Context: an optimization exercise on an open-source flow, tuned for a short achievable clock period and few clock cycles. The choices shown serve that exercise and are no tape-out recipe. Function was checked by simulation only, so behaviour that the tests miss may differ from the original. Power and IR drop assume default switching activity.

File: design.v
package cpu_pkg;
    typedef logic [31:0] word_t;
    typedef logic [4:0]  reg_idx_t;
endpackage
`timescale 1ns/1ns
module slt32 (
    input  logic [31:0] a,
    input  logic [31:0] b,
    output logic        lt      
);
    logic [31:0] x, y;
    assign x = {~a[31], a[30:0]};
    assign y = {~b[31], b[30:0]};
    logic [31:0] l0, e0;
    logic [15:0] l1, e1;
    logic [7:0]  l2, e2;
    logic [3:0]  l3, e3;
    logic [1:0]  l4, e4;
    assign l0 = ~x & y;
    assign e0 = ~(x ^ y);
    genvar i;
    for (i = 0; i < 16; i++) begin : g1
        assign l1[i] = l0[2*i+1] | (e0[2*i+1] & l0[2*i]);
        assign e1[i] = e0[2*i+1] & e0[2*i];
    end
    for (i = 0; i < 8; i++) begin : g2
        assign l2[i] = l1[2*i+1] | (e1[2*i+1] & l1[2*i]);
        assign e2[i] = e1[2*i+1] & e1[2*i];
    end
    for (i = 0; i < 4; i++) begin : g3
        assign l3[i] = l2[2*i+1] | (e2[2*i+1] & l2[2*i]);
        assign e3[i] = e2[2*i+1] & e2[2*i];
    end
    for (i = 0; i < 2; i++) begin : g4
        assign l4[i] = l3[2*i+1] | (e3[2*i+1] & l3[2*i]);
        assign e4[i] = e3[2*i+1] & e3[2*i];
    end
    assign lt = l4[1] | (e4[1] & l4[0]);
endmodule
`timescale 1ns/1ns
module processor (
    input  logic           clock,
    input  logic           reset,
    output cpu_pkg::word_t address_imem,
    input  cpu_pkg::word_t q_imem,
    output cpu_pkg::word_t address_dmem,
    output cpu_pkg::word_t data,
    output logic           wren,
    input  cpu_pkg::word_t q_dmem,
    output logic             ctrl_writeEnable,
    output cpu_pkg::reg_idx_t ctrl_writeReg,
    output cpu_pkg::reg_idx_t ctrl_readRegA,
    output cpu_pkg::reg_idx_t ctrl_readRegB,
    output cpu_pkg::word_t    data_writeReg,
    input  cpu_pkg::word_t    data_readRegA,
    input  cpu_pkg::word_t    data_readRegB
);
    logic [31:0] pc, pc_q, alt_q;
    logic        rd_q;
    assign pc = rd_q ? alt_q : pc_q;
    logic        e_we;
    logic        e_wev, e_stv, e_brv;
    logic [4:0]  e_dest;
    logic        e_st, e_br, e_bne, e_pred, e_addi, e_dec, e_nz, e_pos, e_neg;
    logic        e_rld, e_rand, e_ror, e_rpass;
    logic [31:0] e_a, e_b, e_addr, e_pc1, e_imm;
    logic        e_fa;
    logic        e_rsum, e_cin;
    logic        w_we;
    logic [4:0]  w_dest;
    logic [31:0] w_res;
    logic [31:0] sum, other, res;
    logic [31:0] ins;
    logic [4:0]  op, rd, rs, rt, rb;
    logic        is_r, is_addi, is_lw, is_sw, is_bne, is_blt, is_j, is_jal, is_br, is_mem;
    logic [31:0] imm;
    assign ins     = q_imem;
    assign op      = ins[31:27];
    assign rd      = ins[26:22];
    assign rs      = ins[21:17];
    assign rt      = ins[16:12];
    assign imm     = {{15{ins[16]}}, ins[16:0]};
    assign is_r    = (op == 5'b00000);
    assign is_addi = (op == 5'b00101);
    assign is_lw   = (op == 5'b01000);
    assign is_sw   = (op == 5'b00111);
    assign is_bne  = (op == 5'b00010);
    assign is_blt  = (op == 5'b00110);
    assign is_j    = (op == 5'b00001);
    assign is_jal  = (op == 5'b00011);
    assign is_br   = is_bne | is_blt;
    assign is_mem  = is_lw | is_sw;
    assign rb      = ins[28] ? rd : rt;
    assign address_imem  = pc;
    assign ctrl_readRegA = rs;
    assign ctrl_readRegB = rb;
    logic        fd_we;
    logic [4:0]  fd_dest;
    assign fd_we   = ((is_r | is_addi | is_lw) && rd != 5'd0) || is_jal;
    assign fd_dest = is_jal ? 5'd31 : rd;
    logic        wfa, wfb, wf_rt, wf_rd, eha, ehb, eh_rt, eh_rd;
    logic [31:0] ra, rbv;
    assign wfa   = w_we && (w_dest == rs);
    assign wf_rt = w_we && (w_dest == rt);
    assign wf_rd = w_we && (w_dest == rd);
    assign wfb   = ins[28] ? wf_rd : wf_rt;
    assign ra    = wfa ? w_res : data_readRegA;
    assign rbv   = wfb ? w_res : data_readRegB;
    assign eha   = e_wev && (e_dest == rs);
    assign eh_rt = e_wev && (e_dest == rt);
    assign eh_rd = e_wev && (e_dest == rd);
    assign ehb   = ins[28] ? eh_rd : eh_rt;
    logic [31:0] pc1, br_target, fd_next, pc_next;
    logic        fd_resolved, fd_taken, take_br, stall, mispredict, kill;
    logic        is_shift;
    logic [31:0] sh_res;
    logic [31:0] alt1_q, pcq1;
    logic [32:0] bt_q;
    assign pcq1      = pc_q + 32'd1;
    assign pc1       = ({32{rd_q}} & alt1_q) | ({32{!rd_q}} & pcq1);
    assign bt_q      = {pc_q, 1'b1} + {imm, 1'b1};
    assign br_target = bt_q[32:1];
    assign fd_resolved = !(eha || eh_rd || wfa || wf_rd);
    assign fd_taken    = is_bne ? (data_readRegA != data_readRegB)
                                : ($signed(data_readRegB) < $signed(data_readRegA));
    logic pred;
    assign pred        = imm[31] || is_bne;
    logic        fuse_ok, fused_taken;
    assign fuse_ok     = e_wev && e_addi && !e_fa &&
                         ((rs == 5'd0 && rd == e_dest) || (rd == 5'd0 && rs == e_dest)) &&
                         (is_bne || (is_blt && e_dec));
    assign fused_taken = is_bne ? e_nz : ((rd == 5'd0) ? e_pos : e_neg);
    logic fd_ne, fd_lt, k_ne, k_lt, k_other;
    assign fd_ne   = (data_readRegA != data_readRegB);
    slt32 fd_cmp (.a(data_readRegB), .b(data_readRegA), .lt(fd_lt));
    assign k_ne    = is_bne && !rd_q && fd_resolved;
    assign k_lt    = is_blt && !rd_q && fd_resolved;
    assign k_other = is_br && !rd_q && !fd_resolved && (fuse_ok ? fused_taken : pred);
    assign take_br = (k_ne && fd_ne) || (k_lt && fd_lt) || k_other;
    assign stall = (is_mem && (eha || wfa)) || (is_shift && eha) || (rd_q && is_br);
    assign kill  = stall;
    logic [31:0] nbr_next;
    always_comb begin
        if (is_j || is_jal) begin
            nbr_next = {5'b0, ins[26:0]};
        end else if (stall) begin
            nbr_next = pc;
        end else begin
            nbr_next = pc1;
        end
    end
    assign fd_next = ({32{take_br}} & br_target) | ({32{!take_br}} & nbr_next);
    assign pc_next = fd_next;
    logic [31:0] addr_rf;
    assign addr_rf = data_readRegA + imm;
    logic [4:0] fn;
    logic       fn_add, fn_sub, fn_and, fn_or, fn_sll, fn_sra;
    assign fn     = ins[6:2];
    assign fn_add = is_r && fn == 5'd0;
    assign fn_sub = is_r && fn == 5'd1;
    assign fn_and = is_r && fn == 5'd2;
    assign fn_or  = is_r && fn == 5'd3;
    assign fn_sll = is_r && fn == 5'd4;
    assign fn_sra = is_r && fn == 5'd5;
    assign is_shift = fn_sll || fn_sra;
    logic [31:0] shl_rf, shr_rf, shl_w, shr_w;
    logic        sel_l, sel_r;
    assign shl_rf = data_readRegA << ins[11:7];
    assign shr_rf = 32'($signed(data_readRegA) >>> ins[11:7]);
    assign shl_w  = w_res << ins[11:7];
    assign shr_w  = 32'($signed(w_res) >>> ins[11:7]);
    assign sel_l  = (ins[6:2] == 5'd4);
    assign sel_r  = !sel_l;
    assign sh_res = ({32{!wfa && sel_l}} & shl_rf) | ({32{!wfa && sel_r}} & shr_rf) |
                    ({32{wfa && sel_l}} & shl_w) | ({32{wfa && sel_r}} & shr_w);
    logic fa_d, fb_d;
    assign fa_d = eha && !is_jal;
    assign fb_d = ehb && !is_addi && !is_jal;
    logic nz_rf, nz_w, pos_rf, pos_w, neg_rf, neg_w;
    assign nz_rf  = ((data_readRegA ^ imm) != {data_readRegA[30:0] | imm[30:0], 1'b0});
    assign nz_w   = ((w_res ^ imm) != {w_res[30:0] | imm[30:0], 1'b0});
    assign pos_rf = (!data_readRegA[31] && |data_readRegA[30:1]) || (data_readRegA[31] && ~|data_readRegA[30:0]);
    assign pos_w  = (!w_res[31] && |w_res[30:1]) || (w_res[31] && ~|w_res[30:0]);
    assign neg_rf = (data_readRegA[31] && |data_readRegA[30:0]) || ~|data_readRegA;
    assign neg_w  = (w_res[31] && |w_res[30:0]) || ~|w_res;
    always_ff @(posedge clock) begin
        if (reset) begin
            rd_q   <= 1'b1;
            e_we   <= 1'b0;
            e_st   <= 1'b0;
            e_br   <= 1'b0;
        end else begin
            rd_q   <= mispredict;
            e_we   <= fd_we && !kill;
            e_st   <= is_sw && !kill;
            e_br   <= is_br && !fd_resolved && !fuse_ok && !kill;
        end
    end
    always_ff @(posedge clock) begin
        pc_q   <= pc_next;
        e_addr <= addr_rf;
        alt_q  <= reset ? 32'd0 : e_alt;
        alt1_q <= reset ? 32'd1 : e_alt1;
        e_dest <= fd_dest;
        e_bne  <= is_bne;
        e_pred <= pred;
        e_addi <= is_addi;
        e_dec  <= (ins[16:0] == 17'h1ffff);
        e_nz   <= wfa ? nz_w : nz_rf;
        e_pos  <= wfa ? pos_w : pos_rf;
        e_neg  <= wfa ? neg_w : neg_rf;
        e_rsum <= fn_add || fn_sub || is_addi || is_jal;
        e_cin  <= fn_sub;
        e_rld  <= is_lw;
        e_rand <= fn_and;
        e_ror  <= fn_or;
        e_rpass <= is_shift;
        e_a    <= ({32{fa_d && e_rsum}} & sum) | ({32{fa_d && !e_rsum}} & other) |
                  ({32{!fa_d}} & (is_jal ? pc1 : (is_shift ? sh_res : ra)));
        e_b    <= ({32{fb_d && e_rsum}} & (sum ^ {32{fn_sub}})) |
                  ({32{fb_d && !e_rsum}} & (other ^ {32{fn_sub}})) |
                  ({32{!fb_d}} & (is_addi ? imm : (is_jal ? 32'd0 : (fn_sub ? ~rbv : rbv))));
        e_pc1  <= pc1;
        e_imm  <= imm;
        e_fa   <= fa_d;
    end
    logic [32:0] x;
    logic        taken_e, ne, lt;
    assign x   = {e_a, 1'b1} + {e_b, e_cin};
    assign sum = x[32:1];
    always_comb begin
        other = 32'd0;
        if (e_rld)  other = other | q_dmem;
        if (e_rand) other = other | (e_a & e_b);
        if (e_ror)  other = other | (e_a | e_b);
        if (e_rpass) other = other | e_a;
    end
    assign res = ({32{e_rsum}} & sum) | other;
    assign ne = (e_a != e_b);
    slt32 e_cmp (.a(e_b), .b(e_a), .lt(lt));
    assign taken_e    = e_bne ? ne : lt;
    assign e_wev      = e_we && !rd_q;
    assign e_stv      = e_st && !rd_q;
    assign e_brv      = e_br && !rd_q;
    assign mispredict = e_brv && (taken_e != e_pred);
    logic [31:0] e_alt, e_alt1, e_pc2;
    logic [32:0] e_bt, e_bt1;
    assign e_pc2  = e_pc1 + 32'd1;
    assign e_bt   = {1'b0, e_pc1} + {1'b0, e_imm};
    assign e_bt1  = {e_pc1, 1'b1} + {e_imm, 1'b1};
    assign e_alt  = e_pred ? e_pc1 : e_bt[31:0];
    assign e_alt1 = e_pred ? e_pc2 : e_bt1[32:1];
    assign address_dmem = e_addr;
    assign data         = e_b;
    assign wren         = e_stv;
    always_ff @(posedge clock) begin
        if (reset) begin
            w_we <= 1'b0;
        end else begin
            w_we <= e_wev;
        end
    end
    always_ff @(posedge clock) begin
        w_dest <= e_dest;
        w_res  <= res;
    end
    assign ctrl_writeEnable = w_we;
    assign ctrl_writeReg    = w_dest;
    assign data_writeReg    = w_res;
endmodule
File: constraint.sdc
create_clock -name core_clock -period 5.5 [get_ports {clock}]
set_input_delay 1.1000 -clock core_clock [delete_from_list [all_inputs] [get_ports {clock}]]
set_output_delay 1.1000 -clock core_clock [all_outputs]
set_load 0.01 [all_outputs]
File: config.mk
export PLATFORM = sky130hd
export DESIGN_NAME = processor
export DESIGN_NICKNAME = processor
export VERILOG_FILES = /design/flow/design.v
export SDC_FILE = /design/flow/constraint.sdc
export NUM_CORES = 4
export LEC_CHECK = 0
export ABC_CLOCK_PERIOD_IN_PS = 2500
export CAP_MARGIN = 20
export CORE_MARGIN = 2
export CORE_UTILIZATION = 40
export SETUP_SLACK_MARGIN = 2.5
export SLEW_MARGIN = 20
File: run.sh
#!/bin/bash
# synth_recipe.tcl (not shown) runs the flow's synth.tcl, then flattens the netlist and writes it again
# the make line also repeats each setting of config.mk as NAME=value (left out here)
make -C /OpenROAD-flow-scripts/flow DESIGN_CONFIG=/design/flow/config.mk WORK_HOME=/design/flow/orfs CLKGATE_MAP_FILE= SYNTH_SCRIPT=/design/flow/synth_recipe.tcl finish
==> impl_metrics.prom, run 1 <==
# TYPE chip_impl_metric gauge
chip_impl_metric{name="routed_wl_per_cell",unit="um"} 31.9
chip_impl_info{name="endpoint_kind",value="flop"} 1
chip_impl_metric{name="synth_seq_area_share",unit=""} 0.187
chip_impl_metric{name="fmax",unit="GHz"} 0.299
chip_impl_metric{name="finalInstanceArea",unit="mm2"} 0.0450
chip_impl_metric{name="grt_start_max_net_pins",unit=""} 88
chip_impl_metric{name="detailedRoute.firstIterationViolations",unit=""} 5754
chip_impl_metric{name="post_synth_inst_count",unit=""} 4169
chip_impl_metric{name="synthesis.area",unit="mm2"} 0.0324
chip_impl_metric{name="critPathMaxFanout",unit=""} 6
chip_impl_metric{name="fin_worst_skew",unit="ns"} 0.0205
chip_impl_metric{name="drt_drc_violations_left",unit=""} 0
chip_impl_metric{name="final_core_util",unit=""} 0.560
chip_impl_metric{name="required",unit="ns"} 6.01
chip_impl_metric{name="gp_routability_congestion",unit=""} 1.12
chip_impl_metric{name="ir_drop",unit="V"} 0.000198
chip_impl_metric{name="syn_avg_cell_area",unit="um2"} 7.76
chip_impl_metric{name="rows",unit=""} 104
chip_impl_metric{name="io_buffer_count",unit=""} 274
chip_impl_info{name="run_status",value="no timing/DRC/antenna violations"} 1
chip_impl_info{name="root_buffer",value="sky130_fd_sc_hd__clkbuf_16"} 1
chip_impl_metric{name="placed_area",unit="mm2"} 0.0371
chip_impl_metric{name="fp.dieH",unit="um"} 288
chip_impl_metric{name="antenna_found_initial",unit=""} 7
chip_impl_metric{name="maxSlewHeadroom",unit=""} 0.154
chip_impl_metric{name="detail_route.vias_per_cell",unit=""} 6.55
chip_impl_metric{name="initial_utilization",unit=""} 0.403
chip_impl_metric{name="final.period_utilization",unit=""} 0.609
chip_impl_metric{name="num_io_pins",unit=""} 275
chip_impl_metric{name="dp_hpwl",unit="um"} 133000
chip_impl_info{name="post-synth-top-area-cell",value="sky130_fd_sc_hd__dfxtp_1"} 1
chip_impl_metric{name="clk_pin_slew_worst_paths",unit="ns"} 0.06
chip_impl_metric{name="dieWidth",unit="um"} 288
chip_impl_metric{name="setup_viol",unit=""} 0
chip_impl_info{name="cts_tree",value="done"} 1
chip_impl_info{name="synth_commonest_cells",value="473 x sky130_fd_sc_hd__nor2_1, 359 x sky130_fd_sc_hd__nand2_1, 323 x sky130_fd_sc_hd__a21oi_1"} 1
chip_impl_metric{name="postCtsHoldBufs",unit=""} 0
chip_impl_metric{name="h-tree-depth",unit=""} 2
chip_impl_metric{name="timing.final.ws_setup",unit="ns"} 2.15
chip_impl_info{name="grt_setup_unrepaired",value="yes"} 1
chip_impl_metric{name="tns",unit="ns"} 0
chip_impl_metric{name="grt_first_pass_wirelength",unit="um"} 251000
chip_impl_metric{name="report.power.total",unit="W"} 0.0114
chip_impl_metric{name="tritoncts_num_sinks",unit=""} 302
chip_impl_metric{name="number_of_global_route_vias_before_repair",unit=""} 34261
chip_impl_metric{name="regToRegSetupSlack",unit="ns"} 2.29
chip_impl_info{name="yosysMostFrequentCell",value="sky130_fd_sc_hd__nor2_1"} 1
chip_impl_metric{name="fin_nets",unit=""} 5075
chip_impl_metric{name="report.final.hold_viol_count",unit=""} 0
chip_impl_metric{name="ant_nets",unit=""} 0
chip_impl_metric{name="routed_wirelength",unit="um"} 183000
chip_impl_metric{name="number_of_clock_buffers_inserted_by_tritoncts",unit=""} 39
chip_impl_metric{name="pre_cts_ws",unit="ns"} 0.600
chip_impl_metric{name="grt_util_all_layers",unit=""} 0.417
chip_impl_metric{name="core_region_area",unit="mm2"} 0.0803
chip_impl_info{name="setup.worst_path.class",value="in2reg"} 1
chip_impl_metric{name="clock_latency",unit="ns"} 0.58
chip_impl_metric{name="min_period",unit="ns"} 3.35
chip_impl_metric{name="synth_edf_count",unit=""} 0
chip_impl_info{name="synth.area.top_cells",value="sky130_fd_sc_hd__dfxtp_1 19%, sky130_fd_sc_hd__ha_1 11%, sky130_fd_sc_hd__mux4_2 8.7%, sky130_fd_sc_hd__nor2_1 5.5%, sky130_fd_sc_hd__mux2i_1 5.2%"} 1
chip_impl_metric{name="synth_register_bits",unit=""} 302
chip_impl_metric{name="arrival",unit="ns"} 3.86
chip_impl_metric{name="tightestPinTransition",unit="ns"} 1.26
chip_impl_info{name="hp-class",value="reg2reg"} 1
chip_impl_metric{name="dr_total_vias",unit=""} 37641
chip_impl_metric{name="max-clock-path-buffers",unit=""} 3
chip_impl_metric{name="yosys_warnings",unit=""} 1
chip_impl_info{name="critical_path.startpoint_type",value="input pin"} 1
chip_impl_metric{name="grt_remaining_overflow",unit=""} 0
chip_impl_metric{name="power-per-cell-area",unit="mW/mm2"} 253
chip_impl_metric{name="async_flop_share",unit=""} 0
chip_impl_metric{name="synth.lib_cells_used.distinct",unit=""} 94
chip_impl_metric{name="die-area",unit="mm2"} 0.0832
chip_impl_metric{name="max_cap_violations",unit=""} 0
chip_impl_metric{name="yosys.area.top_type_share",unit=""} 0.187
chip_impl_metric{name="timing_max_transition_violations_final",unit=""} 0
chip_impl_metric{name="fraction_of_final_layout_cells_sized_beyond_drive_strength_1",unit=""} 0.297
chip_impl_metric{name="power.static_leakage",unit="nW"} 18.9
chip_impl_info{name="ys_dominant_reg_cell",value="sky130_fd_sc_hd__dfxtp_1"} 1
chip_impl_metric{name="drtPass1Iterations",unit=""} 7
chip_impl_metric{name="syn2layout_area_growth",unit="%"} 39.0
chip_impl_metric{name="synth_nets",unit=""} 4590
-- final cells by class --
cell class,count,area [um2]
antenna,5,12.5
clock buffer,55,1130
clock inverter,15,248
fill,7288,35300
inverter,258,1090
multi-input combinational,3297,27400
sequential,302,6160
tap,1060,1330
timing repair buffer,755,7670
timing repair inverter,1,8.76
-- placed cells by master (no fill, tap or decap), types with 29 or more instances in the layout --
cell,Yosys,layout
sky130_fd_sc_hd__a211oi_1,71,43
sky130_fd_sc_hd__a21o_1,90,88
sky130_fd_sc_hd__a21oi_1,323,240
sky130_fd_sc_hd__a21oi_2,1,66
sky130_fd_sc_hd__a221oi_1,37,30
sky130_fd_sc_hd__a31oi_1,37,29
sky130_fd_sc_hd__and3_1,38,34
sky130_fd_sc_hd__buf_12,0,44
sky130_fd_sc_hd__buf_4,19,364
sky130_fd_sc_hd__buf_6,5,62
sky130_fd_sc_hd__clkbuf_16,0,47
sky130_fd_sc_hd__clkdlybuf4s50_1,0,144
sky130_fd_sc_hd__dfxtp_1,302,252
sky130_fd_sc_hd__dfxtp_2,0,31
sky130_fd_sc_hd__ha_1,286,215
sky130_fd_sc_hd__ha_4,0,52
sky130_fd_sc_hd__inv_1,253,224
sky130_fd_sc_hd__mux2_2,49,43
sky130_fd_sc_hd__mux2i_1,167,134
sky130_fd_sc_hd__mux4_2,125,125
sky130_fd_sc_hd__nand2_1,359,342
sky130_fd_sc_hd__nand2b_1,35,31
sky130_fd_sc_hd__nand3_1,59,57
sky130_fd_sc_hd__nand4_1,56,56
sky130_fd_sc_hd__nor2_1,473,434
sky130_fd_sc_hd__nor3_1,83,55
sky130_fd_sc_hd__nor4_1,51,41
sky130_fd_sc_hd__o21ai_0,280,167
sky130_fd_sc_hd__o21ai_1,8,73
sky130_fd_sc_hd__o21ai_2,1,36
sky130_fd_sc_hd__o22ai_1,35,32
sky130_fd_sc_hd__xnor2_1,179,169
sky130_fd_sc_hd__xor2_1,108,106
-- metal layers --
| layer | vias up | GRT usage | wire [um] |
|---|---|---|---|
| met5 | - | 0 | 36 |
| met2 | 3044 | 0.576 | 71800 |
| met1 | 17940 | 0.574 | 72500 |
| li1 | 15977 | - | - |
| met4 | 4 | 0.223 | 12800 |
| met3 | 676 | 0.129 | 26000 |
-- path summary, 6_finish.rpt --
path / start / end / cells past startpoint
max: data_readRegB[11] / pc_q[29] / 13
min: e_dest[2] / w_dest[2] / 0
max reg2reg: pc_q[1] / pc_q[30] / 12
min reg2reg: e_dest[2] / w_dest[2] / 0
-- report_power, final --
group	internal [W]	switching, W	total (W)
logic	0.00239	0.00326	0.00565
clock network	0.00171	0.00113	0.00285
registers	0.00251	0.000398	0.00291
total	0.00661	0.00479	0.0114
-- through the flow --
| step | hold slack (ns) | std cells |
|---|---|---|
| floorplan | 0.397 | 4169 |
| global placement | 0.423 | 5349 |
| detailed placement | 0.420 | 5349 |
| CTS | 0.428 | 5612 |
| global route | 0.446 | 5745 |
| finish | 0.429 | 5748 |
-- cells by family after synthesis --
kind of cell / share of synthesized area
AOI/OAI and AO/OA: 0.221
xor gates and xnor gates: 0.0777
adders and majority gates: 0.114
buffers and inverters: 0.0712
DFF: 0.187
muxes: 0.156
and+or+nand+nor: 0.173
-- sequential cells by signal (all words and copies together), names as in the netlist, 17 cells and up --
name and cells:
alt1_q 32, alt_q 32, e_a 32, e_addr 32
e_b 32, e_pc1 32, pc_q 32, w_res 32
e_imm 17
-- critical path, stage by stage --
cell and delay [ns]:
sky130_fd_sc_hd__clkdlybuf4s15_2 0.26, sky130_fd_sc_hd__inv_2 0.10, sky130_fd_sc_hd__ha_1 0.30, sky130_fd_sc_hd__a21o_1 0.21, sky130_fd_sc_hd__a2111oi_2 0.30, sky130_fd_sc_hd__o22ai_1 0.15
sky130_fd_sc_hd__o211a_1 0.26, sky130_fd_sc_hd__o2111a_1 0.27, sky130_fd_sc_hd__a21o_4 0.24, sky130_fd_sc_hd__buf_12 0.14, sky130_fd_sc_hd__buf_16 0.15, sky130_fd_sc_hd__or3_1 0.30
sky130_fd_sc_hd__o21ai_1 0.07
-- timing repair --
| action | in CTS | in global routing |
|---|---|---|
| pin swaps | 164 | 157 |
| setup buffers | 171 | 126 |
| cloned | 22 | 5 |
| gates resized for setup | 913 | 372 |
| setup endpoints to repair | 218 | 157 |
Testbench counts, summed over its fixed seeds: cycles 27,913.
==> inputs of run 2 (changes only) <==
==> flow/run.sh (new file) <==
#!/bin/bash
# The standard layout, with the port buffers made of buf_4 cells instead of
# the default choice; every tool's output goes to standard.log in this folder.
set -euo pipefail
export BUFFER_PORTS_ARGS="-buffer_cell sky130_fd_sc_hd__buf_4"
bash standard.sh > standard.log 2>&1
==> standard.sh (new file) <==
#!/bin/bash
# synth_recipe.tcl (not shown) runs the flow's synth.tcl, then flattens the netlist and writes it again
# the make line also repeats each setting of config.mk as NAME=value (left out here)
make -C /OpenROAD-flow-scripts/flow DESIGN_CONFIG=/design/flow/config.mk WORK_HOME=/design/flow/orfs CLKGATE_MAP_FILE= SYNTH_SCRIPT=/design/flow/synth_recipe.tcl "${@:-finish}"
removed: run.sh
==> run 2 against run 1 <==
  * Largest cell class unchanged
  * Non-clock buffer count shrank 92
  * Worst setup slack gained 0.031 ns
  * Worst hold slack gained 0.0047 ns
  * Critical path type unchanged
  * Critical endpoint is now e_a[30]
  * Largest power group unchanged
==> impl_metrics.prom, run 2 <==
# TYPE chip_impl_metric gauge
chip_impl_metric{name="fraction_of_final_layout_cells_sized_beyond_drive_strength_1",unit=""} 0.317
chip_impl_info{name="endpoint_kind",value="flop"} 1
chip_impl_metric{name="dr_total_vias",unit=""} 38012
chip_impl_metric{name="power.static_leakage",unit="nW"} 18.4
chip_impl_metric{name="final.period_utilization",unit=""} 0.603
chip_impl_metric{name="grt_util_all_layers",unit=""} 0.435
chip_impl_info{name="ys_dominant_reg_cell",value="sky130_fd_sc_hd__dfxtp_1"} 1
chip_impl_metric{name="detailedRoute.firstIterationViolations",unit=""} 5667
chip_impl_info{name="hp-class",value="reg2reg"} 1
chip_impl_metric{name="number_of_global_route_vias_before_repair",unit=""} 34614
chip_impl_metric{name="nFillCells",unit=""} 7415
chip_impl_metric{name="ant_nets",unit=""} 0
chip_impl_metric{name="share_clk_of_total_power",unit=""} 0.248
chip_impl_metric{name="global_route.usage.met3",unit=""} 0.163
chip_impl_metric{name="io_buffer_count",unit=""} 274
chip_impl_metric{name="max_cap_violations",unit=""} 0
chip_impl_metric{name="fmax",unit="GHz"} 0.301
chip_impl_metric{name="fin_nets",unit=""} 4983
chip_impl_info{name="synth.area.top_cells",value="sky130_fd_sc_hd__dfxtp_1 19%, sky130_fd_sc_hd__ha_1 11%, sky130_fd_sc_hd__mux4_2 8.7%, sky130_fd_sc_hd__nor2_1 5.5%, sky130_fd_sc_hd__mux2i_1 5.2%"} 1
chip_impl_metric{name="core_region_area",unit="mm2"} 0.0803
chip_impl_metric{name="grt_remaining_overflow",unit=""} 0
chip_impl_metric{name="grt_first_pass_wirelength",unit="um"} 259000
chip_impl_metric{name="synth_edf_count",unit=""} 0
chip_impl_metric{name="power.internal",unit="W"} 0.00647
chip_impl_metric{name="syn_avg_cell_area",unit="um2"} 7.76
chip_impl_metric{name="min_period",unit="ns"} 3.32
chip_impl_metric{name="maxSlewHeadroom",unit=""} 0.218
chip_impl_metric{name="routed_wirelength",unit="um"} 190000
chip_impl_info{name="commonest_non_fill_non_tap_cells_in_the_layout",value="525 x sky130_fd_sc_hd__buf_4, 448 x sky130_fd_sc_hd__nor2_1, 335 x sky130_fd_sc_hd__nand2_1, 270 x sky130_fd_sc_hd__dfxtp_1, 246 x sky130_fd_sc_hd__a21oi_1"} 1
chip_impl_metric{name="rows",unit=""} 104
chip_impl_metric{name="power-per-cell-area",unit="mW/mm2"} 257
chip_impl_metric{name="use_met1",unit=""} 0.564
chip_impl_metric{name="tritoncts_num_sinks",unit=""} 302
chip_impl_info{name="critical_path.startpoint_type",value="input pin"} 1
chip_impl_metric{name="grt_start_max_net_pins",unit=""} 71
chip_impl_metric{name="initial_utilization",unit=""} 0.403
chip_impl_metric{name="gp_routability_congestion",unit=""} 1.06
chip_impl_metric{name="p_comb_frac",unit=""} 0.497
chip_impl_metric{name="arrival",unit="ns"} 3.78
chip_impl_info{name="synth_commonest_cells",value="473 x sky130_fd_sc_hd__nor2_1, 359 x sky130_fd_sc_hd__nand2_1, 323 x sky130_fd_sc_hd__a21oi_1"} 1
chip_impl_metric{name="clock_latency",unit="ns"} 0.61
chip_impl_metric{name="timing_max_transition_violations_final",unit=""} 0
chip_impl_metric{name="async_flop_share",unit=""} 0
chip_impl_metric{name="required",unit="ns"} 5.96
chip_impl_info{name="top_usage_layer",value="met2"} 1
chip_impl_info{name="root_buffer",value="sky130_fd_sc_hd__clkbuf_16"} 1
chip_impl_metric{name="num_io_pins",unit=""} 275
chip_impl_info{name="run_status",value="no timing/DRC/antenna violations"} 1
chip_impl_metric{name="routed_wl_per_cell",unit="um"} 33.6
chip_impl_metric{name="groute.layer.met2.usage",unit=""} 0.611
chip_impl_metric{name="seqPwrFrac",unit=""} 0.255
chip_impl_metric{name="die-area",unit="mm2"} 0.0832
chip_impl_metric{name="switching_power",unit="W"} 0.00480
chip_impl_metric{name="setup_viol",unit=""} 0
chip_impl_info{name="setup.worst_path.class",value="in2reg"} 1
chip_impl_metric{name="yosys.area.top_type_share",unit=""} 0.187
chip_impl_metric{name="post_synth_inst_count",unit=""} 4169
chip_impl_metric{name="drtPass1Iterations",unit=""} 9
chip_impl_metric{name="tns",unit="ns"} 0
chip_impl_metric{name="synth_seq_area_share",unit=""} 0.187
chip_impl_metric{name="synth_register_bits",unit=""} 302
chip_impl_metric{name="max-clock-path-buffers",unit=""} 3
chip_impl_metric{name="antenna_found_initial",unit=""} 10
chip_impl_metric{name="fin_worst_skew",unit="ns"} 0.0531
chip_impl_metric{name="synthesis.area",unit="mm2"} 0.0324
chip_impl_info{name="cts_tree",value="done"} 1
chip_impl_metric{name="netSwitchingFraction",unit=""} 0.426
chip_impl_info{name="post-synth-top-area-cell",value="sky130_fd_sc_hd__dfxtp_1"} 1
chip_impl_metric{name="hold-worst-slack",unit="ns"} 0.433
chip_impl_metric{name="fp.dieH",unit="um"} 288
chip_impl_metric{name="h-tree-depth",unit=""} 2
chip_impl_info{name="yosysMostFrequentCell",value="sky130_fd_sc_hd__nor2_1"} 1
chip_impl_metric{name="postCtsHoldBufs",unit=""} 0
chip_impl_info{name="final_common_cell",value="sky130_fd_sc_hd__buf_4"} 1
chip_impl_metric{name="regToRegSetupSlack",unit="ns"} 2.21
chip_impl_metric{name="clk_pin_slew_worst_paths",unit="ns"} 0.07
chip_impl_info{name="grt_setup_unrepaired",value="yes"} 1
chip_impl_metric{name="syn2layout_area_growth",unit="%"} 35.6
chip_impl_metric{name="synth_nets",unit=""} 4590
chip_impl_metric{name="synth.lib_cells_used.distinct",unit=""} 94
chip_impl_metric{name="tightestPinTransition",unit="ns"} 1.16
chip_impl_metric{name="dieWidth",unit="um"} 288
chip_impl_metric{name="critPathMaxFanout",unit=""} 24
chip_impl_metric{name="detail_route.vias_per_cell",unit=""} 6.72
chip_impl_metric{name="ir_drop",unit="V"} 0.000366
chip_impl_metric{name="number_of_clock_buffers_inserted_by_tritoncts",unit=""} 40
chip_impl_metric{name="drt_drc_violations_left",unit=""} 0
chip_impl_metric{name="dp_hpwl",unit="um"} 131000
chip_impl_metric{name="yosys_warnings",unit=""} 1
chip_impl_metric{name="report.final.hold_viol_count",unit=""} 0
-- run 2: what timing repair did --
item | in CTS | in global routing
resized for setup | 498 | 330
pin swaps | 121 | 143
gates cloned | 29 | 4
setup endpoints to repair | 191 | 130
hold endpoints to repair | 0 | 0
buffers inserted | 131 | 96
-- run 2: final cells by class --
type	count	area, um2	share of cell area
antenna	7	17.5	0.000399
clock buffer	53	1120	0.0255
clock inverter	17	245	0.00559
inverter	258	1120	0.0255
multi-input combinational	3296	27300	0.622
sequential	302	6120	0.139
tap	1060	1330	0.0302
timing repair buffer	663	6640	0.151
timing repair inverter	1	11.3	0.000257
-- run 2: path summary, 6_finish.rpt --
kind	from	to	depth (start not counted)
max	q_imem[9]	e_a[30]	12
min	e_dest[4]	w_dest[4]	0
max reg2reg	w_res[13]	e_a[30]	10
min reg2reg	e_dest[4]	w_dest[4]	0
-- run 2: power groups by stage --
| stage | sequential, W | clock (W) | combinational, W |
|---|---|---|---|
| floorplan | 0.00279 | 0 | 0.00293 |
| global placement | 0.00290 | 0 | 0.00450 |
| detailed placement | 0.00290 | 0 | 0.00449 |
| CTS | 0.00286 | 0.00280 | 0.00505 |
| global route | 0.00290 | 0.00289 | 0.00585 |
| finish | 0.00288 | 0.00280 | 0.00560 |
-- run 2: per-layer routing --
layer  routed length, um  vias to the layer above
li1                    -                    15820
met1               72200                    18361
met2               75100                     3006
met3               27500                      819
met4               15100                        6
met5                  49                        -
-- run 2: cells by family after synthesis --
logic type | Yosys count | synth area share
and+or+nand+nor | 1249 | 0.173
AOI/OAI and AO/OA | 1126 | 0.221
buffers and inverters | 572 | 0.0712
muxes | 342 | 0.156
DFF | 302 | 0.187
adders and majority gates | 291 | 0.114
xor gates and xnor gates | 287 | 0.0777
-- run 2: metrics by stage --
| stage | area [um2] | utilization | worst slack (ns) | std cells | total power, W |
|---|---|---|---|---|---|
| after CTS | 41500 | 0.517 | 2.27 | 5547 | 0.0107 |
| after global placement | 36200 | 0.451 | 0.433 | 5317 | 0.00740 |
| after detailed placement | 36200 | 0.451 | 0.445 | 5317 | 0.00739 |
| after floorplan | 33600 | - | 1.66 | 4169 | 0.00572 |
| final | 43900 | 0.547 | 2.18 | 5657 | 0.0113 |
| after global routing | 43900 | 0.546 | 2.20 | 5650 | 0.0116 |
-- run 2: critical path, cell delays in order --
cell and delay (ns):
sky130_fd_sc_hd__buf_16 0.23, sky130_fd_sc_hd__clkinv_16 0.19, sky130_fd_sc_hd__buf_8 0.22, sky130_fd_sc_hd__buf_4 0.23, sky130_fd_sc_hd__nor2_1 0.12, sky130_fd_sc_hd__nor2_1 0.08, sky130_fd_sc_hd__mux4_2 0.49, sky130_fd_sc_hd__and2_4 0.20
sky130_fd_sc_hd__o22ai_2 0.11, sky130_fd_sc_hd__a21oi_2 0.09, sky130_fd_sc_hd__a211oi_4 0.59, sky130_fd_sc_hd__nor3_2 0.12
==> inputs of run 3 (changes only) <==
--- a/design.v
+++ b/design.v
@@ -63,5 +63,7 @@
     logic [4:0]  e_dest;
     logic        e_st, e_br, e_bne, e_pred, e_addi, e_dec, e_nz, e_pos, e_neg;
-    logic        e_rld, e_rand, e_ror, e_rpass;
+    logic        e_rld, e_rand, e_ror, e_rsll, e_rsra;
+    logic [3:0]  e_sh0, e_sh1;
+    logic [1:0]  e_sh2;
     logic [31:0] e_a, e_b, e_addr, e_pc1, e_imm;
     logic        e_fa;
@@ -114,5 +116,4 @@
     logic        fd_resolved, fd_taken, take_br, stall, mispredict, kill;
     logic        is_shift;
-    logic [31:0] sh_res;
     logic [31:0] alt1_q, pcq1;
     logic [32:0] bt_q;
@@ -138,5 +139,5 @@
     assign k_other = is_br && !rd_q && !fd_resolved && (fuse_ok ? fused_taken : pred);
     assign take_br = (k_ne && fd_ne) || (k_lt && fd_lt) || k_other;
-    assign stall = (is_mem && (eha || wfa)) || (is_shift && eha) || (rd_q && is_br);
+    assign stall = (is_mem && (eha || wfa)) || (rd_q && is_br);
     assign kill  = stall;
     logic [31:0] nbr_next;
@@ -164,14 +165,4 @@
     assign fn_sra = is_r && fn == 5'd5;
     assign is_shift = fn_sll || fn_sra;
-    logic [31:0] shl_rf, shr_rf, shl_w, shr_w;
-    logic        sel_l, sel_r;
-    assign shl_rf = data_readRegA << ins[11:7];
-    assign shr_rf = 32'($signed(data_readRegA) >>> ins[11:7]);
-    assign shl_w  = w_res << ins[11:7];
-    assign shr_w  = 32'($signed(w_res) >>> ins[11:7]);
-    assign sel_l  = (ins[6:2] == 5'd4);
-    assign sel_r  = !sel_l;
-    assign sh_res = ({32{!wfa && sel_l}} & shl_rf) | ({32{!wfa && sel_r}} & shr_rf) |
-                    ({32{wfa && sel_l}} & shl_w) | ({32{wfa && sel_r}} & shr_w);
     logic fa_d, fb_d;
     assign fa_d = eha && !is_jal;
@@ -215,7 +206,11 @@
         e_rand <= fn_and;
         e_ror  <= fn_or;
-        e_rpass <= is_shift;
+        e_rsll <= fn_sll;
+        e_rsra <= fn_sra;
+        e_sh0  <= 4'b0001 << ins[8:7];
+        e_sh1  <= 4'b0001 << ins[10:9];
+        e_sh2  <= {ins[11], !ins[11]};
         e_a    <= ({32{fa_d && e_rsum}} & sum) | ({32{fa_d && !e_rsum}} & other) |
-                  ({32{!fa_d}} & (is_jal ? pc1 : (is_shift ? sh_res : ra)));
+                  ({32{!fa_d}} & (is_jal ? pc1 : ra));
         e_b    <= ({32{fb_d && e_rsum}} & (sum ^ {32{fn_sub}})) |
                   ({32{fb_d && !e_rsum}} & (other ^ {32{fn_sub}})) |
@@ -225,4 +220,15 @@
         e_fa   <= fa_d;
     end
+    logic [31:0] l1, l2, shl, r1, r2, shr;
+    assign l1  = ({32{e_sh0[0]}} & e_a) | ({32{e_sh0[1]}} & (e_a << 1)) |
+                 ({32{e_sh0[2]}} & (e_a << 2)) | ({32{e_sh0[3]}} & (e_a << 3));
+    assign l2  = ({32{e_sh1[0]}} & l1) | ({32{e_sh1[1]}} & (l1 << 4)) |
+                 ({32{e_sh1[2]}} & (l1 << 8)) | ({32{e_sh1[3]}} & (l1 << 12));
+    assign shl = ({32{e_sh2[0]}} & l2) | ({32{e_sh2[1]}} & (l2 << 16));
+    assign r1  = ({32{e_sh0[0]}} & e_a) | ({32{e_sh0[1]}} & 32'($signed(e_a) >>> 1)) |
+                 ({32{e_sh0[2]}} & 32'($signed(e_a) >>> 2)) | ({32{e_sh0[3]}} & 32'($signed(e_a) >>> 3));
+    assign r2  = ({32{e_sh1[0]}} & r1) | ({32{e_sh1[1]}} & 32'($signed(r1) >>> 4)) |
+                 ({32{e_sh1[2]}} & 32'($signed(r1) >>> 8)) | ({32{e_sh1[3]}} & 32'($signed(r1) >>> 12));
+    assign shr = ({32{e_sh2[0]}} & r2) | ({32{e_sh2[1]}} & 32'($signed(r2) >>> 16));
     logic [32:0] x;
     logic        taken_e, ne, lt;
@@ -234,5 +240,6 @@
         if (e_rand) other = other | (e_a & e_b);
         if (e_ror)  other = other | (e_a | e_b);
-        if (e_rpass) other = other | e_a;
+        if (e_rsll) other = other | shl;
+        if (e_rsra) other = other | shr;
     end
     assign res = ({32{e_rsum}} & sum) | other;
==> run.sh (new file) <==
#!/bin/bash
# synth_recipe.tcl (not shown) runs the flow's synth.tcl, then flattens the netlist and writes it again
# the make line also repeats each setting of config.mk as NAME=value (left out here)
make -C /OpenROAD-flow-scripts/flow DESIGN_CONFIG=/design/flow/config.mk WORK_HOME=/design/flow/orfs CLKGATE_MAP_FILE= SYNTH_SCRIPT=/design/flow/synth_recipe.tcl finish
removed: flow/run.sh
removed: standard.sh
==> run 3 against run 2 <==
  * Critical endpoint is now pc_q[16]
  * Sequential cell count is 10 higher
  * Highest routed layer unchanged
  * Die area is 12% lower
  * Worst setup slack better by 0.0023 ns
  * Largest power group unchanged
  * Routed wire length is 27% lower
  * Critical path type is now reg2reg
==> impl_metrics.prom, run 3 <==
# TYPE chip_impl_metric gauge
chip_impl_metric{name="final_core_util",unit=""} 0.545
chip_impl_metric{name="final.period_utilization",unit=""} 0.603
chip_impl_info{name="min_from",value="e_dest[3]"} 1
chip_impl_metric{name="max-clock-path-buffers",unit=""} 3
chip_impl_metric{name="tritoncts_num_sinks",unit=""} 312
chip_impl_metric{name="clock_latency",unit="ns"} 0.60
chip_impl_metric{name="power.static_leakage",unit="nW"} 16.4
chip_impl_info{name="r2r_start",value="pc_q[1]"} 1
chip_impl_info{name="critical_path.startpoint_type",value="flop"} 1
chip_impl_metric{name="synth.lib_cells_used.distinct",unit=""} 84
chip_impl_metric{name="grt_start_max_net_pins",unit=""} 71
chip_impl_info{name="grt_setup_unrepaired",value="yes"} 1
chip_impl_metric{name="number_of_clock_buffers_inserted_by_tritoncts",unit=""} 38
chip_impl_metric{name="syn_avg_cell_area",unit="um2"} 7.52
chip_impl_metric{name="fmax",unit="GHz"} 0.302
chip_impl_info{name="synth.area.top_cells",value="sky130_fd_sc_hd__dfxtp_1 22%, sky130_fd_sc_hd__ha_1 13%, sky130_fd_sc_hd__xnor2_1 6.1%, sky130_fd_sc_hd__a21oi_1 5.6%, sky130_fd_sc_hd__nand2_1 5.4%"} 1
chip_impl_info{name="root_buffer",value="sky130_fd_sc_hd__clkbuf_16"} 1
chip_impl_metric{name="maxSlewHeadroom",unit=""} 0.226
chip_impl_metric{name="tns",unit="ns"} 0
chip_impl_metric{name="async_flop_share",unit=""} 0
chip_impl_metric{name="drtPass1Iterations",unit=""} 6
chip_impl_metric{name="routed_wl_per_cell",unit="um"} 27.1
chip_impl_info{name="hp-class",value="reg2reg"} 1
chip_impl_metric{name="dr_total_vias",unit=""} 31770
chip_impl_metric{name="dp_hpwl",unit="um"} 105000
chip_impl_metric{name="timing.reg2reg.worst_path_depth",unit=""} 10
chip_impl_metric{name="synth_nets",unit=""} 4204
chip_impl_metric{name="min_period",unit="ns"} 3.31
chip_impl_metric{name="grt_util_all_layers",unit=""} 0.358
chip_impl_info{name="commonest_non_fill_non_tap_cells_in_the_layout",value="405 x sky130_fd_sc_hd__nand2_1, 275 x sky130_fd_sc_hd__nor2_1, 253 x sky130_fd_sc_hd__a21oi_1, 251 x sky130_fd_sc_hd__dfxtp_1, 234 x sky130_fd_sc_hd__inv_1"} 1
chip_impl_metric{name="regToRegSetupSlack",unit="ns"} 2.19
chip_impl_metric{name="synth_seq_area_share",unit=""} 0.219
chip_impl_metric{name="die-area",unit="mm2"} 0.0733
chip_impl_metric{name="max_cap_violations",unit=""} 0
chip_impl_metric{name="nFillCells",unit=""} 6603
chip_impl_metric{name="tightestPinTransition",unit="ns"} 1.15
chip_impl_metric{name="drt_drc_violations_left",unit=""} 0
chip_impl_info{name="run_status",value="no timing/DRC/antenna violations"} 1
chip_impl_metric{name="num_io_pins",unit=""} 275
chip_impl_metric{name="yosys.area.top_type_share",unit=""} 0.219
chip_impl_info{name="final_common_cell",value="sky130_fd_sc_hd__nand2_1"} 1
chip_impl_metric{name="dieWidth",unit="um"} 271
chip_impl_info{name="ys_dominant_reg_cell",value="sky130_fd_sc_hd__dfxtp_1"} 1
chip_impl_metric{name="min_path_cells",unit=""} 0
chip_impl_metric{name="synth_edf_count",unit=""} 0
chip_impl_metric{name="routed_wirelength",unit="um"} 139000
chip_impl_metric{name="arrival",unit="ns"} 3.86
chip_impl_info{name="synth_commonest_cells",value="412 x sky130_fd_sc_hd__nand2_1, 320 x sky130_fd_sc_hd__a21oi_1, 312 x sky130_fd_sc_hd__dfxtp_1"} 1
chip_impl_metric{name="fin_worst_skew",unit="ns"} 0.0371
chip_impl_metric{name="detailedRoute.firstIterationViolations",unit=""} 4401
chip_impl_metric{name="power-per-cell-area",unit="mW/mm2"} 280
chip_impl_metric{name="synth_register_bits",unit=""} 312
chip_impl_metric{name="setup_viol",unit=""} 0
chip_impl_metric{name="gp_routability_congestion",unit=""} 1.02
chip_impl_metric{name="clk_pin_slew_worst_paths",unit="ns"} 0.06
chip_impl_metric{name="initial_utilization",unit=""} 0.405
chip_impl_metric{name="core_region_area",unit="mm2"} 0.0703
chip_impl_metric{name="grt_remaining_overflow",unit=""} 0
chip_impl_metric{name="post_synth_inst_count",unit=""} 3783
chip_impl_info{name="yosysMostFrequentCell",value="sky130_fd_sc_hd__nand2_1"} 1
chip_impl_metric{name="number_of_global_route_vias_before_repair",unit=""} 29244
chip_impl_info{name="crit-reg2reg-capture",value="pc_q[16]"} 1
chip_impl_info{name="post-synth-top-area-cell",value="sky130_fd_sc_hd__dfxtp_1"} 1
chip_impl_metric{name="io_buffer_count",unit=""} 274
chip_impl_metric{name="yosys_warnings",unit=""} 1
chip_impl_metric{name="antenna_found_initial",unit=""} 7
chip_impl_metric{name="required",unit="ns"} 6.05
chip_impl_metric{name="syn2layout_area_growth",unit="%"} 34.6
chip_impl_metric{name="fp.dieH",unit="um"} 271
chip_impl_metric{name="ant_nets",unit=""} 0
chip_impl_metric{name="ir_drop",unit="V"} 0.000263
chip_impl_metric{name="h-tree-depth",unit=""} 2
chip_impl_info{name="setup.worst_path.class",value="reg2reg"} 1
chip_impl_metric{name="postCtsHoldBufs",unit=""} 0
chip_impl_info{name="endpoint_kind",value="flop"} 1
chip_impl_metric{name="synthesis.area",unit="mm2"} 0.0285
chip_impl_metric{name="report.final.hold_viol_count",unit=""} 0
chip_impl_info{name="cts_tree",value="done"} 1
chip_impl_metric{name="fraction_of_final_layout_cells_sized_beyond_drive_strength_1",unit=""} 0.226
chip_impl_metric{name="rows",unit=""} 97
chip_impl_info{name="worstHoldEndpoint",value="w_dest[3]"} 1
chip_impl_metric{name="fin_nets",unit=""} 4578
chip_impl_metric{name="timing_max_transition_violations_final",unit=""} 0
chip_impl_metric{name="grt_first_pass_wirelength",unit="um"} 197000
chip_impl_metric{name="detail_route.vias_per_cell",unit=""} 6.20
chip_impl_metric{name="critPathMaxFanout",unit=""} 6
[run 3: cell count changes in the layout (fill, tap and decap cells not counted), moves of 70 or more]
cell and change:
sky130_fd_sc_hd__nand2_1 +70, sky130_fd_sc_hd__nor2_1 -173, sky130_fd_sc_hd__clkdlybuf4s50_1 +135, sky130_fd_sc_hd__mux4_2 -125, sky130_fd_sc_hd__buf_4 -307, sky130_fd_sc_hd__a22oi_1 +88
[run 3: routing by layer]
metal,wire (um),vias to the layer above,track usage
li1,-,14267,-
met1,60300,15161,0.523
met2,55100,2018,0.500
met3,16400,318,0.0768
met4,7150,6,0.155
met5,41,-,0
[run 3: power by group]
part	total [W]	leakage, nW	switching (W)	internal, W
combinational	0.00490	13.2	0.00281	0.00209
sequential	0.00304	2.62	0.000462	0.00258
clock	0.00278	0.655	0.00115	0.00163
[run 3: cells by family (layout without fill, tap and decap cells)]
family	count (synthesis)	after routing	share of synthesized area
fa+ha+maj	291	291	0.129
mux	150	150	0.0549
xor+xnor	302	302	0.0929
compound gates	1125	1125	0.257
flops	312	312	0.219
simple gates	1113	1114	0.179
buf+inv	490	889	0.0668
other cells	0	2	0
[run 3: area by class of cell]
| type | instances | area, um2 | share of cell area |
|---|---|---|---|
| Clock buffer | 50 | 1080 | 0.0281 |
| Antenna cell | 2 | 5.00 | 0.000131 |
| Timing Repair inverter | 1 | 5.00 | 0.000131 |
| Multi-Input combinational cell | 2982 | 23000 | 0.601 |
| Tap cell | 940 | 1180 | 0.0307 |
| Inverter | 276 | 1100 | 0.0288 |
| Sequential cell | 312 | 6410 | 0.167 |
| Timing Repair Buffer | 546 | 5260 | 0.137 |
| Clock inverter | 16 | 263 | 0.00686 |
[run 3: critical path, stage by stage (launching register included)]
cell,delay (ns)
sky130_fd_sc_hd__dfxtp_1,0.58
sky130_fd_sc_hd__ha_1,0.28
sky130_fd_sc_hd__nand3_1,0.21
sky130_fd_sc_hd__nor3_1,0.26
sky130_fd_sc_hd__buf_4,0.19
sky130_fd_sc_hd__nand3_1,0.09
sky130_fd_sc_hd__xor2_1,0.16
sky130_fd_sc_hd__o21ai_0,0.89
sky130_fd_sc_hd__mux2i_1,0.26
sky130_fd_sc_hd__a21oi_1,0.21
sky130_fd_sc_hd__mux2_4,0.15
[run 3: how the worst max path moves through the flow]
stage | from | end | slack, ns | depth (start not counted)
2_1_floorplan | q_imem[16] | e_addr[30] | 1.62 | 14
3_3_place_gp | q_imem[2] | e_addr[30] | 0.70 | 13
3_5_place_dp | q_imem[2] | e_addr[30] | 0.70 | 13
4_1_cts | q_imem[0] | e_addr[30] | 2.19 | 14
5_1_grt | q_imem[0] | e_addr[30] | 2.16 | 14
6_report | pc_q[1] | pc_q[16] | 2.19 | 10
[run 3: repair_timing]
| action | in CTS | in global routing |
|---|---|---|
| endpoints found under the setup margin | 201 | 141 |
| pin swaps | 126 | 120 |
| setup buffers | 102 | 80 |
| resized for setup | 744 | 316 |
| cloned | 9 | 5 |
[run 3: through the flow]
step	cell area [um2]	total power (W)	instances	setup WS [ns]	hold WS (ns)
after global placement	32500	0.00711	4861	0.699	0.418
after global routing	38300	0.0111	5123	2.16	0.432
after floorplan	28900	0.00549	3783	1.62	0.397
after detailed placement	32500	0.00709	4861	0.698	0.417
after CTS	36400	0.0102	5038	2.19	0.424
final	38300	0.0107	5125	2.19	0.426
Testbench counts of run 3, summed over its fixed seeds: cycles 27,831.
==> inputs of run 4 (changes only) <==
--- a/design.v
+++ b/design.v
@@ -37,4 +37,29 @@
     end
     assign lt = l4[1] | (e4[1] & l4[0]);
+endmodule
+`timescale 1ns/1ns
+module carries32 (
+    input  logic [31:0] a,
+    input  logic [31:0] b,
+    input  logic        cin,
+    output logic [31:0] c
+);
+    logic [32:0] g [0:6];
+    logic [32:0] p [0:6];
+    assign g[0] = {a & b, cin};
+    assign p[0] = {a ^ b, 1'b0};
+    genvar l, i;
+    for (l = 0; l < 6; l++) begin : lvl
+        for (i = 0; i < 33; i++) begin : bit_
+            if (i >= (1 << l)) begin : comb
+                assign g[l+1][i] = g[l][i] | (p[l][i] & g[l][i-(1<<l)]);
+                assign p[l+1][i] = p[l][i] & p[l][i-(1<<l)];
+            end else begin : pass
+                assign g[l+1][i] = g[l][i];
+                assign p[l+1][i] = p[l][i];
+            end
+        end
+    end
+    assign c = g[6][31:0];
 endmodule
 `timescale 1ns/1ns
@@ -72,5 +97,5 @@
     logic [4:0]  w_dest;
     logic [31:0] w_res;
-    logic [31:0] sum, other, res;
+    logic [31:0] other, res, hs, cy;
     logic [31:0] ins;
     logic [4:0]  op, rd, rs, rt, rb;
@@ -117,9 +142,10 @@
     logic        is_shift;
     logic [31:0] alt1_q, pcq1;
-    logic [32:0] bt_q;
+    logic [31:0] bt_hs, bt_cy;
     assign pcq1      = pc_q + 32'd1;
     assign pc1       = ({32{rd_q}} & alt1_q) | ({32{!rd_q}} & pcq1);
-    assign bt_q      = {pc_q, 1'b1} + {imm, 1'b1};
-    assign br_target = bt_q[32:1];
+    assign bt_hs     = pc_q ^ imm;
+    carries32 bt_carries (.a(pc_q), .b(imm), .cin(1'b1), .c(bt_cy));
+    assign br_target = bt_hs ^ bt_cy;
     assign fd_resolved = !(eha || eh_rd || wfa || wf_rd);
     assign fd_taken    = is_bne ? (data_readRegA != data_readRegB)
@@ -151,5 +177,8 @@
         end
     end
-    assign fd_next = ({32{take_br}} & br_target) | ({32{!take_br}} & nbr_next);
+    logic [31:0] nx_c0, nx_c1;
+    assign nx_c0   = ({32{take_br}} & bt_hs) | ({32{!take_br}} & nbr_next);
+    assign nx_c1   = ({32{take_br}} & ~bt_hs) | ({32{!take_br}} & nbr_next);
+    assign fd_next = (bt_cy & nx_c1) | (~bt_cy & nx_c0);
     assign pc_next = fd_next;
     logic [31:0] addr_rf;
@@ -175,4 +204,15 @@
     assign neg_rf = (data_readRegA[31] && |data_readRegA[30:0]) || ~|data_readRegA;
     assign neg_w  = (w_res[31] && |w_res[30:0]) || ~|w_res;
+    logic [31:0] a_rest, b_rest, a_c0, a_c1, b_c0, b_c1;
+    logic        fa_s, fb_s;
+    assign fa_s   = fa_d && e_rsum;
+    assign fb_s   = fb_d && e_rsum;
+    assign a_rest = ({32{fa_d && !e_rsum}} & other) | ({32{!fa_d}} & (is_jal ? pc1 : ra));
+    assign b_rest = ({32{fb_d && !e_rsum}} & (other ^ {32{fn_sub}})) |
+                    ({32{!fb_d}} & (is_addi ? imm : (is_jal ? 32'd0 : (fn_sub ? ~rbv : rbv))));
+    assign a_c0   = ({32{fa_s}} & hs) | a_rest;
+    assign a_c1   = ({32{fa_s}} & ~hs) | a_rest;
+    assign b_c0   = ({32{fb_s}} & (hs ^ {32{fn_sub}})) | b_rest;
+    assign b_c1   = ({32{fb_s}} & ~(hs ^ {32{fn_sub}})) | b_rest;
     always_ff @(posedge clock) begin
         if (reset) begin
@@ -211,9 +251,6 @@
         e_sh1  <= 4'b0001 << ins[10:9];
         e_sh2  <= {ins[11], !ins[11]};
-        e_a    <= ({32{fa_d && e_rsum}} & sum) | ({32{fa_d && !e_rsum}} & other) |
-                  ({32{!fa_d}} & (is_jal ? pc1 : ra));
-        e_b    <= ({32{fb_d && e_rsum}} & (sum ^ {32{fn_sub}})) |
-                  ({32{fb_d && !e_rsum}} & (other ^ {32{fn_sub}})) |
-                  ({32{!fb_d}} & (is_addi ? imm : (is_jal ? 32'd0 : (fn_sub ? ~rbv : rbv))));
+        e_a    <= (cy & a_c1) | (~cy & a_c0);
+        e_b    <= (cy & b_c1) | (~cy & b_c0);
         e_pc1  <= pc1;
         e_imm  <= imm;
@@ -231,8 +268,7 @@
                  ({32{e_sh1[2]}} & 32'($signed(r1) >>> 8)) | ({32{e_sh1[3]}} & 32'($signed(r1) >>> 12));
     assign shr = ({32{e_sh2[0]}} & r2) | ({32{e_sh2[1]}} & 32'($signed(r2) >>> 16));
-    logic [32:0] x;
     logic        taken_e, ne, lt;
-    assign x   = {e_a, 1'b1} + {e_b, e_cin};
-    assign sum = x[32:1];
+    assign hs = e_a ^ e_b;
+    carries32 alu_carries (.a(e_a), .b(e_b), .cin(e_cin), .c(cy));
     always_comb begin
         other = 32'd0;
@@ -243,5 +279,8 @@
         if (e_rsra) other = other | shr;
     end
-    assign res = ({32{e_rsum}} & sum) | other;
+    logic [31:0] res_c0, res_c1;
+    assign res_c0 = ({32{e_rsum}} & hs) | other;
+    assign res_c1 = ({32{e_rsum}} & ~hs) | other;
+    assign res    = (cy & res_c1) | (~cy & res_c0);
     assign ne = (e_a != e_b);
     slt32 e_cmp (.a(e_b), .b(e_a), .lt(lt));
==> run 4 against run 3 <==
  * Still clean
  * Die area decreased by 0.67%
  * Synthesized cell count decreased by 0.50%
  * Sequential power decreased by 2%
  * Non-clock buffer count increased by 25
  * Critical path type is now in2reg
  * Highest routed layer is now met4
==> impl_metrics.prom, run 4 <==
# TYPE chip_impl_metric gauge
chip_impl_info{name="hp-class",value="reg2reg"} 1
chip_impl_info{name="cp_cell_sequence",value="buf_8, buf_4, xor2_1, nor4_1, and3_1, a21oi_4, buf_12, buf_4, mux2i_4, o22ai_1, a31o_4, a211oi_4"} 1
chip_impl_info{name="setup.worst_path.class",value="in2reg"} 1
chip_impl_metric{name="num_io_pins",unit=""} 275
chip_impl_metric{name="tightestPinTransition",unit="ns"} 0.957
chip_impl_metric{name="routed_wirelength",unit="um"} 150000
chip_impl_metric{name="timing.final.ws_setup",unit="ns"} 2.24
chip_impl_metric{name="ant_nets",unit=""} 0
chip_impl_metric{name="grt_start_max_net_pins",unit=""} 98
chip_impl_metric{name="placed_area",unit="mm2"} 0.0323
chip_impl_metric{name="pre_cts_ws",unit="ns"} 0.579
chip_impl_metric{name="number_of_global_route_vias_before_repair",unit=""} 30170
chip_impl_info{name="crit_family",value="compound AO/OA/AOI/OAI gates"} 1
chip_impl_metric{name="setup_viol",unit=""} 0
chip_impl_metric{name="synth.lib_cells_used.distinct",unit=""} 94
chip_impl_metric{name="final.period_utilization",unit=""} 0.593
chip_impl_info{name="grt_setup_unrepaired",value="yes"} 1
chip_impl_metric{name="postCtsHoldBufs",unit=""} 0
chip_impl_metric{name="min_period",unit="ns"} 3.26
chip_impl_info{name="yosysMostFrequentCell",value="sky130_fd_sc_hd__nand2_1"} 1
chip_impl_metric{name="power-per-cell-area",unit="mW/mm2"} 284
chip_impl_metric{name="tritoncts_num_sinks",unit=""} 312
chip_impl_metric{name="critPathMaxFanout",unit=""} 6
chip_impl_metric{name="dp_hpwl",unit="um"} 112000
chip_impl_info{name="synth.area.top_cells",value="sky130_fd_sc_hd__dfxtp_1 22%, sky130_fd_sc_hd__ha_1 13%, sky130_fd_sc_hd__xnor2_1 6.0%, sky130_fd_sc_hd__a21oi_1 5.8%, sky130_fd_sc_hd__nand2_1 5.6%"} 1
chip_impl_metric{name="fraction_of_final_layout_cells_sized_beyond_drive_strength_1",unit=""} 0.229
chip_impl_metric{name="cp_slowest_stage_delay",unit="ns"} 0.38
chip_impl_metric{name="drt_drc_violations_left",unit=""} 0
chip_impl_metric{name="crit_buf_inv",unit=""} 4
chip_impl_metric{name="grt_remaining_overflow",unit=""} 0
chip_impl_metric{name="required",unit="ns"} 5.96
chip_impl_metric{name="synth_register_bits",unit=""} 312
chip_impl_metric{name="power.static_leakage",unit="nW"} 16.1
chip_impl_info{name="combinational_family_with_the_most_area_after_synthesis",value="compound AO/OA/AOI/OAI gates"} 1
chip_impl_metric{name="synth_nets",unit=""} 4184
chip_impl_info{name="commonest_non_fill_non_tap_cells_in_the_layout",value="403 x sky130_fd_sc_hd__nand2_1, 289 x sky130_fd_sc_hd__nor2_1, 287 x sky130_fd_sc_hd__a21oi_1, 252 x sky130_fd_sc_hd__dfxtp_1, 226 x sky130_fd_sc_hd__inv_1"} 1
chip_impl_metric{name="max-clock-path-buffers",unit=""} 3
chip_impl_info{name="launching_element_of_the_worst_setup_path",value="q_imem[25]"} 1
chip_impl_metric{name="arrival",unit="ns"} 3.72
chip_impl_metric{name="timing_max_transition_violations_final",unit=""} 0
chip_impl_metric{name="core_region_area",unit="mm2"} 0.0700
chip_impl_metric{name="fin_worst_skew",unit="ns"} 0.0261
chip_impl_metric{name="fp.dieH",unit="um"} 270
chip_impl_metric{name="gp_routability_congestion",unit=""} 1.06
chip_impl_metric{name="detail_route.vias_per_cell",unit=""} 6.25
chip_impl_metric{name="synth_simple_gate_area_frac",unit=""} 0.178
chip_impl_info{name="endpoint_kind",value="flop"} 1
chip_impl_info{name="r2r_start",value="e_a[19]"} 1
chip_impl_metric{name="post_synth_inst_count",unit=""} 3764
chip_impl_metric{name="fin_nets",unit=""} 4590
chip_impl_metric{name="antenna_found_initial",unit=""} 6
chip_impl_metric{name="routed_wl_per_cell",unit="um"} 29.1
chip_impl_metric{name="report.final.hold_viol_count",unit=""} 0
chip_impl_metric{name="yosys.area.top_type_share",unit=""} 0.221
chip_impl_info{name="run_status",value="no timing/DRC/antenna violations"} 1
chip_impl_metric{name="grt_first_pass_wirelength",unit="um"} 210000
chip_impl_metric{name="synth_seq_area_share",unit=""} 0.221
chip_impl_metric{name="dr_total_vias",unit=""} 32137
chip_impl_metric{name="die-area",unit="mm2"} 0.0728
chip_impl_metric{name="synthAdderAreaFrac",unit=""} 0.129
chip_impl_metric{name="fmax",unit="GHz"} 0.307
chip_impl_metric{name="synth_area_in_compound_gates",unit=""} 0.257
chip_impl_metric{name="number_of_clock_buffers_inserted_by_tritoncts",unit=""} 40
chip_impl_info{name="min_from",value="e_dest[2]"} 1
chip_impl_metric{name="detailedRoute.firstIterationViolations",unit=""} 3816
chip_impl_metric{name="max_cap_violations",unit=""} 0
chip_impl_info{name="cts_tree",value="done"} 1
chip_impl_info{name="ys_dominant_reg_cell",value="sky130_fd_sc_hd__dfxtp_1"} 1
chip_impl_metric{name="initial_utilization",unit=""} 0.404
chip_impl_metric{name="hold-worst-slack",unit="ns"} 0.439
chip_impl_metric{name="maxSlewHeadroom",unit=""} 0.355
-- run 4: worst reg2reg max path, delay by kind of cell, from the launching register on --
family | cells | cell delay, ns
adders and majority gates | 1 | 0.23
buffers and inverters | 4 | 0.52
xor gates and xnor gates | 1 | 0.15
AOI/OAI and AO/OA | 8 | 1.80
DFF | 1 | 0.43
-- run 4: where the power goes --
part | switching [W] | total [W] | internal, W
registers | 0.000392 | 0.00298 | 0.00259
clock network | 0.00119 | 0.00287 | 0.00167
logic | 0.00289 | 0.00500 | 0.00211
total | 0.00448 | 0.0108 | 0.00637
-- run 4: layout make-up --
| type | count | area, um2 |
|---|---|---|
| clock buffer | 55 | 1150 |
| inverter | 264 | 1040 |
| tap | 940 | 1180 |
| multi-input combinational | 2980 | 22900 |
| timing repair inverter | 1 | 5.00 |
| fill | 6690 | 31800 |
| timing repair buffer | 571 | 5270 |
| sequential | 312 | 6390 |
| antenna | 5 | 12.5 |
| clock inverter | 18 | 260 |
-- run 4: per-layer routing --
metal	wire [um]	global-route usage
met1	58000	0.489
met2	65200	0.609
met3	14500	0.0715
met4	12000	0.255
met5	0	0
-- run 4: worst paths after layout --
path	cells after the start	endpoint	slack [ns]
setup / recovery	12	e_b[24]	2.24
hold / removal	0	w_dest[2]	0.44
setup reg to reg	14	e_b[30]	2.26
hold reg to reg	0	w_dest[2]	0.44
-- run 4: kinds of logic after synthesis --
family                   after synthesis
AO/OA/AOI/OAI                       1125
XOR/XNOR                             302
AND/OR/NAND/NOR                     1108
buffers and inverters                475
multiplexers                         152
flip-flops                           312
adder cells (fa/ha/maj)              290
-- run 4: timing repair --
action,4_1_cts,5_1_grt
hold endpoints to repair,0,0
setup endpoints to repair,210,159
gates resized for setup,741,346
cloned,7,3
pin swaps,109,140
setup buffers,127,80
-- run 4: per-stage QoR --
step / std cells / utilization
after global routing: 5144 / 0.545
after CTS: 5058 / 0.524
after global placement: 4851 / 0.461
after detailed placement: 4851 / 0.461
final: 5146 / 0.545
after floorplan: 3764 / -
Testbench counts of run 4, summed over its fixed seeds: cycles 27,831.

separate check: timing with driven ports:
How much do the figures lean on ideal ports? The routed layouts below were timed once more, with nothing changed but the port constraints.
Step 1 assumes that a clkbuf_16 drives the clock port and a buf_2 every other input.
Step 2 also shifts input and output timing later by t, the mid clock arrival at the registers, as if the neighbouring blocks saw the same clock.
Three values: ideal, step 1, step 2; two values: the first two.
run	t (ns)	setup slack, ns	clock arrival spread, ns	worst slew at a driven data input, ns
run 1	0.641	2.152 / 2.012 / 1.371	0.021 / 0.021	0.31
run 2	0.647	2.183 / 1.996 / 1.349	0.053 / 0.053	0.30
run 3	0.650	2.185 / 2.160 / 1.510	0.040 / 0.040	0.24
run 4	0.653	2.239 / 2.257 / 1.605	0.027 / 0.027	0.25
After both steps every run listed still meets setup and hold. For run 2, which loses most, drivers alone change the setup slack by -0.187 ns; drivers and shift together by -0.834 ns.
